Background: an optimization exercise with open tools, aiming at small area, a short achievable clock period and few clock cycles per item. Do not read the settings as production practice. RTL that was checked went through simulation tests only; none was proved equivalent to the original. Power and IR drop assume default switching activity.

== alpha ==
## wallace_mult
module wallace_mult (
	input  logic                  clk,
	input  logic                  rst_n,
	input  logic                  in_valid,
	input  wallace_pkg::operand_t a,
	input  wallace_pkg::operand_t b,
	output logic                  in_credit,
	output logic                  out_valid,
	output wallace_pkg::product_t product,
	input  logic                  out_credit
);
Size in the first run: about 1600 cells after synthesis, about 300 flip-flops, ~70 I/O pins, about 17000 sq um of cells after synthesis.
Settings: LEC_CHECK=0, ABC_AREA=1, CAP_MARGIN=20, CORE_MARGIN=2, CORE_UTILIZATION=40, SETUP_SLACK_MARGIN=1.8, SLEW_MARGIN=20; clock period 4.0 ns.
run.sh (not shown) runs the stock make flow with config.mk's settings and CLKGATE_MAP_FILE= SYNTH_SCRIPT=/design/flow/synth_recipe.tcl, a recipe that flattens the netlist after the stock synthesis.
alpha was carried through to the last stage, and its layout satisfied the timing, design-rule and antenna checks.
Testbench counts of alpha, summed over its fixed seeds: cycles 3,232, items 3,200.
Input-level comparison between beta and alpha:
Settings: CTS_CLUSTER_DIAMETER newly set to 80; CORE_UTILIZATION changed from 40 to 55; CTS_CLUSTER_SIZE newly set to 30.
Notes after the runs:
- Comparing alpha against beta, there is no change at all in post-synthesis instance total.
- Compared to alpha, beta has placer congestion estimate 1.9% higher.
- Summary of beta over alpha: signed area change from the synthesized netlist to the final layout -4.6 points, cell area went down by 4.0%.
- Summary: overall die area, beta better than alpha
- Looking at final period demand of the worst path across alpha and beta, the one that comes out higher is beta.
- Going from alpha to beta, fmax fell by about 0.9%, met3 routing resource usage after global routing rose by 1.1 points.
Inputs modified between beta and gamma:
Settings: CORE_UTILIZATION changed from 55 to 40; PLACE_DENSITY newly set to 0.75.
Number of nets in the finished design (lower): beta. After synthesis and placement, the instance count of gamma is above that of beta. Largest driver fanout on the critical path in gamma is 1 higher than in beta. Lower share of cell area taken by flip-flops and latches was reported by gamma, not beta.
Input changes introduced in delta (baseline for comparison: gamma):
Settings: clearing ABC_AREA, which used to be 1; clearing PLACE_DENSITY, which used to be 0.75; clearing CTS_CLUSTER_SIZE, which used to be 30; clearing CTS_CLUSTER_DIAMETER, which used to be 80.
Results
gamma has lower non-clock buffer count than delta. Average cell area after synthesis, gamma and delta: lower on gamma. Taking gamma as the reference, in delta part of the power in combinational logic decreased by 4.1 points relative to the old numbers; share of the cycle needed by the critical path after routing shrank by 0.42 points; reg2reg setup slack shows an increase of 0.02 ns. Cmp gamma and delta / synthesized cell count / higher: gamma. Share of cell area taken by flip-flops and latches: gamma and delta compared, lower one is delta. On delta: share of final layout cell area taken by clock buffers and inverters is 2.7 points higher than what gamma gave. Re clock share of power: delta is 6.8 points up on gamma. On worst-case setup slack after placement: between gamma and delta, it ends up lower for delta.
[inputs] epsilon vs delta
Settings: CTS_CLUSTER_DIAMETER now 80, previously not set; CTS_CLUSTER_SIZE now 30, previously not set.
[summary]
Sort delta and epsilon by post-CTS setup repair buffer count, descending, and delta comes first.
Logic gate share of total power (epsilon over delta): increase, 2.4 points
As far as total inserted antenna cells is concerned, delta and epsilon perform about the same.
Status: fmax parity (epsilon, delta)

wallace_mult, a different RTL version from the one above (not shown whole).
Size in the first run: ~1500 cells after synthesis.
// wallace_mult
module wallace_mult (
	input  logic                  clk,
	input  logic                  rst_n,
	input  logic                  in_valid,
	input  wallace_pkg::operand_t a,
	input  wallace_pkg::operand_t b,
	output logic                  in_credit,
	output logic                  out_valid,
	output wallace_pkg::product_t product,
	input  logic                  out_credit
);
Settings: LEC_CHECK=0, ABC_AREA=1, CAP_MARGIN=20, CORE_MARGIN=2, CORE_UTILIZATION=40, CTS_CLUSTER_DIAMETER=80, CTS_CLUSTER_SIZE=30, SETUP_SLACK_MARGIN=1.8, SLEW_MARGIN=20; clock period 4.0 ns.
The starting point finished clean.
Rerun with:
ABC_AREA = default   (was 1)
CTS_CLUSTER_DIAMETER = default   (was 80)
CTS_CLUSTER_SIZE = default   (was 30)
SETUP_SLACK_MARGIN = 1.7   (was 1.8)
The changed run ran to the end with no violations.
Die area shrinks by 1.7%.
Global-route usage is lower by 0.24 points.
Clock-buffer cell count rises by 24.
Worst setup slack improves by 0.11 ns.
Worst hold slack is worse by 0.020 ns.
Total power grows by 4.5%.
Function was not checked in any run of this note: the RTL went through the layout flow alone.

re-timing with driven ports:
The flow's constraints put no driver on any port. The routed layouts listed below were extracted and timed again, unchanged, in two steps. Step 1 sets driving cells, clkbuf_16 on the clock port and buf_2 on the other inputs (assumed; they add their load-dependent delay and slew). Step 2 times the ports against the registers' clock, not the clock port: input delays grow and output delays shrink by t, the midpoint of the rising clock arrivals with the driver on. Three values: ideal ports, drivers, drivers and shift; two values: the first two.
run	shift t [ns]	slack for setup (ns)	hold slack, ns	slew at the worst register clock pin (ns)
alpha	0.581	1.780 / 1.780 / 1.245	0.420 / 0.420 / 0.420	0.06 / 0.06
beta	0.565	1.761 / 1.761 / 1.336	0.428 / 0.428 / 0.428	0.11 / 0.11
gamma	0.567	1.713 / 1.713 / 1.312	0.432 / 0.432 / 0.432	0.11 / 0.11
delta	0.595	1.729 / 1.729 / 1.251	0.429 / 0.413 / 0.431	0.06 / 0.06
epsilon	0.582	1.724 / 1.724 / 1.219	0.432 / 0.426 / 0.432	0.11 / 0.11
the first run of note 2	0.563	1.574 / 1.574 / 1.574	0.438 / 0.438 / 0.438	0.11 / 0.11
the second run of note 2	0.576	1.685 / 1.685 / 1.632	0.417 / 0.417 / 0.417	0.06 / 0.06
After both steps setup and hold are still met in every run listed. For alpha, which loses most, drivers alone change the setup slack by 0.000 ns; drivers and shift together by -0.535 ns.
